This design comes from an exercise in tuning for small area and a short achievable clock period on the open sky130 flow, not from production work.
The RTL was checked by simulation tests, not by an equivalence proof against the original design.
Power figures rest on the tool's default switching activity, not on a simulated workload.

== run A ==
// can_tx_mailbox
module can_tx_mailbox
#(
    parameter  int NUM_MB    = 10,
    parameter  int ID_W      = 11,
    parameter  int MAX_RETRY = 16,
    localparam int MBW       = $clog2(NUM_MB)
) (
    input  logic              clk,
    input  logic              g_rst,
    input  logic              hdr_ld,
    input  logic [ID_W-1:0]   hdr_id,
    input  logic              hdr_rtr,
    input  logic [3:0]        hdr_dlc,
    input  logic              wr_en,
    input  logic [MBW-1:0]    wr_mb,
    input  logic [2:0]        wr_idx,
    input  logic [7:0]        data_in,
    input  logic [NUM_MB-1:0] tx_buff_ld,
    output logic [NUM_MB-1:0] mb_pending,
    output logic              tx_buff_busy,
    output logic              tx_done,
    output logic [MBW-1:0]    tx_done_mb,
    output logic              tx_err,
    output logic              frame_gen_intl,
    input  logic              fg_ack,
    output logic [ID_W-1:0]   tx_id,
    output logic              tx_rtr,
    output logic [3:0]        tx_dlc,
    output logic [63:0]       tx_data,
    output logic [MBW-1:0]    tx_mb,
    input  logic              tx_success,
    input  logic              tx_fail
);
  ...
export LEC_CHECK = 0
export ABC_AREA = 1
export CAP_MARGIN = 20
export CORE_MARGIN = 2
export CORE_UTILIZATION = 60
export CTS_BUF_LIST = sky130_fd_sc_hd__clkbuf_4 sky130_fd_sc_hd__clkbuf_8
export CTS_CLUSTER_SIZE = 40
export SLEW_MARGIN = 20
create_clock -name core_clock -period 25.0 [get_ports {clk}]
run.sh (not shown) runs the stock make flow with config.mk's settings and CLKGATE_MAP_FILE= SYNTH_SCRIPT=/design/flow/synth_recipe.tcl, a recipe that flattens the netlist after the stock synthesis.
### run A -> run B
- swapping 40 for 16 in CTS_CLUSTER_SIZE
- swapping sky130_fd_sc_hd__clkbuf_4 sky130_fd_sc_hd__clkbuf_8 for sky130_fd_sc_hd__clkbuf_8 in CTS_BUF_LIST
- putting CTS_CLUSTER_DIAMETER at 60 where nothing was set
==> flow/flow/run.sh (new file) <==
#!/bin/bash
# Layout flow: the standard ORFS flow run unchanged except for:
#  - synthesis maps the logic with flow/abc_area.script (ABC dc2 and dch choices, then the &nf mapper, twice)
#    in place of ORFS's abc_area.script; the rest of synthesis is the standard one,
#    so the registers are exactly the standard synthesis's;
#  - port buffers use buf_2 instead of the resizer's default pick;
#  - the resizer's setup repair (floorplan, CTS and global-route steps) aims for
#    MARGIN ns of slack, so it also shortens paths that already meet 25 ns. The SDC,
#    clock period and I/O delays stay the design's.
# Each tool's output goes to its own log file in the work folder.
set -euo pipefail
MARGIN=18.8
W=$PWD
rm -rf "$W/scripts_abc"
cp -r "$FLOW_HOME/scripts" "$W/scripts_abc"
cp flow/abc_area.script "$W/scripts_abc/abc_area.script"
bash standard.sh SCRIPTS_DIR="$W/scripts_abc" synth > synth.log 2>&1
bash standard.sh \
  BUFFER_PORTS_ARGS="-buffer_cell sky130_fd_sc_hd__buf_2" \
  SETUP_SLACK_MARGIN="$MARGIN" \
  finish > layout.log 2>&1
test -s out/final.def
==> flow/flow/abc_area.script (new file) <==
strash
dc2
dch -f
&get -n
&nf
&put
strash
dch -f
&get -n
&nf
&put
topo
stime -c
buffer -c
upsize -c
dnsize -c
==> flow/standard.sh (new file) <==
#!/bin/bash
# synth_recipe.tcl (not shown) runs the flow's synth.tcl, then flattens the netlist and writes it again
# the make line also repeats each setting of config.mk as NAME=value (left out here)
make -C /OpenROAD-flow-scripts/flow DESIGN_CONFIG=/design/flow/config.mk WORK_HOME=/design/flow/orfs CLKGATE_MAP_FILE= SYNTH_SCRIPT=/design/flow/synth_recipe.tcl "${@:-finish}"
removed: flow/run.sh
Notes after the runs:
Taking run A as the reference, in run B setup slack now larger, final weighted congestion in routability-driven placement now smaller, half-perimeter wire length of the detailed placement result now smaller, maximum fanout along the worst path now smaller.
From run A to run B the numbers moved as follows: number of global-route vias before repair down about 22%, peak supply drop down about 15%, count of clock-net buffers in the final layout down 62%.
Diff run A -> run B | die width | down by a few percent
Of the two values seen for top routing layer in use, met4 was produced by run B and met5 by run A.
## Diff of input files: run C against run B
- CTS_CLUSTER_SIZE now 24, was 16
- CTS_CLUSTER_DIAMETER now 100, was 60
- CTS_BUF_LIST now sky130_fd_sc_hd__clkbuf_16, was sky130_fd_sc_hd__clkbuf_8
-- flow/flow/run.sh --
<<< run B, line 2
# Layout flow: the standard ORFS flow run unchanged except for:
#  - synthesis maps the logic with flow/abc_area.script (ABC dc2 and dch choices, then the &nf mapper, twice)
#    in place of ORFS's abc_area.script; the rest of synthesis is the standard one,
>>> run C, line 2
# Layout flow: the standard ORFS flow run unchanged except for:
#  - synthesis maps the logic with flow/abc_area.script (ABC dc2 and dch choices, then the &nf mapper, twice; no gate sizing in ABC, the resizer sizes)
#    in place of ORFS's abc_area.script; the rest of synthesis is the standard one,
==> flow/flow/abc_area.script <==
strash
dc2
dch -f
&get -n
&nf
&put
strash
dch -f
&get -n
&nf
&put
topo
==> comparison <==
- Between run C and run B, the routed wire length figures differ only marginally.
- What run C reported for number of gates given a new drive strength after cts has to be multiplied by 0.806 to get the figure for run B.
- Relative to run B, sequential share of layout area has decreased by 0.32 points in run C.
- On area of the mapped netlist, run B loses to run C.
- Between run C and run B, it is run C whose reported net switching power is lower, by 9.2 uW.
- | register-to-register slack | run C vs run B | better |
The following lists how run D was set up differently from run C:
==> flow/flow/run.sh <==
#!/bin/bash
# Layout flow: the standard ORFS flow run unchanged except for:
#  - synthesis maps the logic with flow/abc_area.script (ABC dc2 and dch choices, then the &nf mapper, twice)
#    in place of ORFS's abc_area.script; the rest of synthesis is the standard one,
#    so the registers are exactly the standard synthesis's;
#  - port buffers use buf_2 instead of the resizer's default pick;
#  - the resizer's setup repair (floorplan, CTS and global-route steps) aims for
#    MARGIN ns of slack, so it also shortens paths that already meet 25 ns. The SDC,
#    clock period and I/O delays stay the design's;
#  - the floorplan step removes ABC's buffers instead of repairing timing before
#    placement (REMOVE_ABC_BUFFERS=1), leaving sizing to the placed-design repairs.
# Each tool's output goes to its own log file in the work folder.
set -euo pipefail
MARGIN=18.8
W=$PWD
rm -rf "$W/scripts_abc"
cp -r "$FLOW_HOME/scripts" "$W/scripts_abc"
cp flow/abc_area.script "$W/scripts_abc/abc_area.script"
bash standard.sh SCRIPTS_DIR="$W/scripts_abc" synth > synth.log 2>&1
bash standard.sh \
  BUFFER_PORTS_ARGS="-buffer_cell sky130_fd_sc_hd__buf_2" \
  SETUP_SLACK_MARGIN="$MARGIN" \
  REMOVE_ABC_BUFFERS=1 \
  finish > layout.log 2>&1
test -s out/final.def
-- flow/flow/abc_area.script --
<<< run C, line 12
topo
>>> run D, line 12
topo
stime -c
buffer -c
upsize -c
dnsize -c
### Flow results
Run C -> run D: met3 wire length increased slightly. Looking at endpoint of the most critical setup path, the tx_mb[2] result is from run C; the data_q[374] one comes from run D. [compare] base=run C new=run D: final area saw an increase, total number of vias saw little to no change, synthesis-to-layout area growth saw a decrease. Diff run C -> run D: relative area of non-clock buffer cells in the final design shows an increase of 0.61 points; final worst setup slack went down by 0.0056 ns; total power saw little to no change; total number of tap cells rose about 1%. Diff run D..run C | area share of and/or/nand/nor cells after synthesis | negligible.
Input-level comparison between run E and run D:
-- flow/flow/run.sh --
<<< run D, line 8
#    MARGIN ns of slack, so it also shortens paths that already meet 25 ns. The SDC,
#    clock period and I/O delays stay the design's;
#  - the floorplan step removes ABC's buffers instead of repairing timing before
#    placement (REMOVE_ABC_BUFFERS=1), leaving sizing to the placed-design repairs.
# Each tool's output goes to its own log file in the work folder.
set -euo pipefail
MARGIN=18.8
W=$PWD
>>> run E, line 8
#    MARGIN ns of slack, so it also shortens paths that already meet 25 ns. The SDC,
#    clock period and I/O delays stay the design's.
# Each tool's output goes to its own log file in the work folder.
set -euo pipefail
MARGIN=18.6
W=$PWD
<<< run D, line 22
  SETUP_SLACK_MARGIN="$MARGIN" \
  REMOVE_ABC_BUFFERS=1 \
  finish > layout.log 2>&1
>>> run E, line 20
  SETUP_SLACK_MARGIN="$MARGIN" \
  finish > layout.log 2>&1
Results
- Between run E and run D, data required time of the worst path is higher for run D, run E comes in under that.
- Summary of run E over run D: number of signal-net buffers in the layout went down 34; combinational power share moved down; maximum count of clock buffers along a single path held steady.
- Run E reports a lower buffers inserted during post-CTS setup optimization than run D does.
- Side by side, detailed-route wire length on metal 1 turned out lower in run E than in run D.
- Going from run D to run E, transition time of the tightest slew-check pin shrinks by 0.095 ns.
- Run D has higher post-layout total power than run E.
- Between run E and run D, it is run E whose arrival time of data at the critical path endpoint is higher, by 0.21 ns.
- Run E against run D: final cell count without fillers went down; final wirelength went down.
[inputs] run F vs run E
==> flow/run.sh (new file) <==
#!/bin/bash
# synth_recipe.tcl (not shown) runs the flow's synth.tcl, then flattens the netlist and writes it again
# the make line also repeats each setting of config.mk as NAME=value (left out here)
make -C /OpenROAD-flow-scripts/flow DESIGN_CONFIG=/design/flow/config.mk WORK_HOME=/design/flow/orfs CLKGATE_MAP_FILE= SYNTH_SCRIPT=/design/flow/synth_recipe.tcl finish
removed: flow/flow/run.sh
removed: flow/flow/abc_area.script
removed: flow/standard.sh
Notes after the runs:
Relative to run E, global routing usage on met2 has increased by 3.6 points in run F. Compared with run E, run F shows a core utilization that is 1.8 points lower. Relative to run E, clock-buffer cell count has increased by about 4.4% in run F.

[port drivers added, routing unchanged]
The flow's constraints put no driver on any port. The routed layouts listed below were extracted and timed again, unchanged, in two steps.
Step 1 (the two cells are an assumption about what drives the block):
set clk [get_ports {clk}]
set_driving_cell -lib_cell sky130_fd_sc_hd__clkbuf_16 $clk
set_driving_cell -lib_cell sky130_fd_sc_hd__buf_2 [delete_from_list [all_inputs] $clk]
Step 2 adds t to the input delays and takes it off the output delays; t is the mean of the earliest and latest rising clock arrival at the registers after step 1. Input paths then give back, and output paths get back, about the clock's delay inside the block.
a / b / c = ideal ports / drivers / drivers and shift; a / b = the first two.
run | t (ns) | slack for setup (ns) | worst setup path after step 2 | latest minus earliest clock arrival (ns) | pins driven straight from the clock port
run A | 0.849 | 17.576 / 17.599 / 16.750 | input to register | 0.047 / 0.047 | 1
run B | 0.738 | 18.611 / 18.548 / 18.029 | input to register | 0.037 / 0.037 | 1
run C | 0.686 | 18.698 / 18.633 / 18.129 | input to register | 0.027 / 0.027 | 1
run D | 0.679 | 18.692 / 18.690 / 18.021 | input to register | 0.037 / 0.036 | 1
run E | 0.663 | 18.465 / 18.505 / 17.842 | input to register | 0.035 / 0.035 | 1
run F | 0.683 | 17.422 / 17.438 / 16.754 | input to register | 0.032 / 0.031 | 1
After both steps setup and hold are still met in every run listed. The setup slack of run A, which loses most, moves by +0.023 ns with the drivers and by -0.826 ns with both steps.
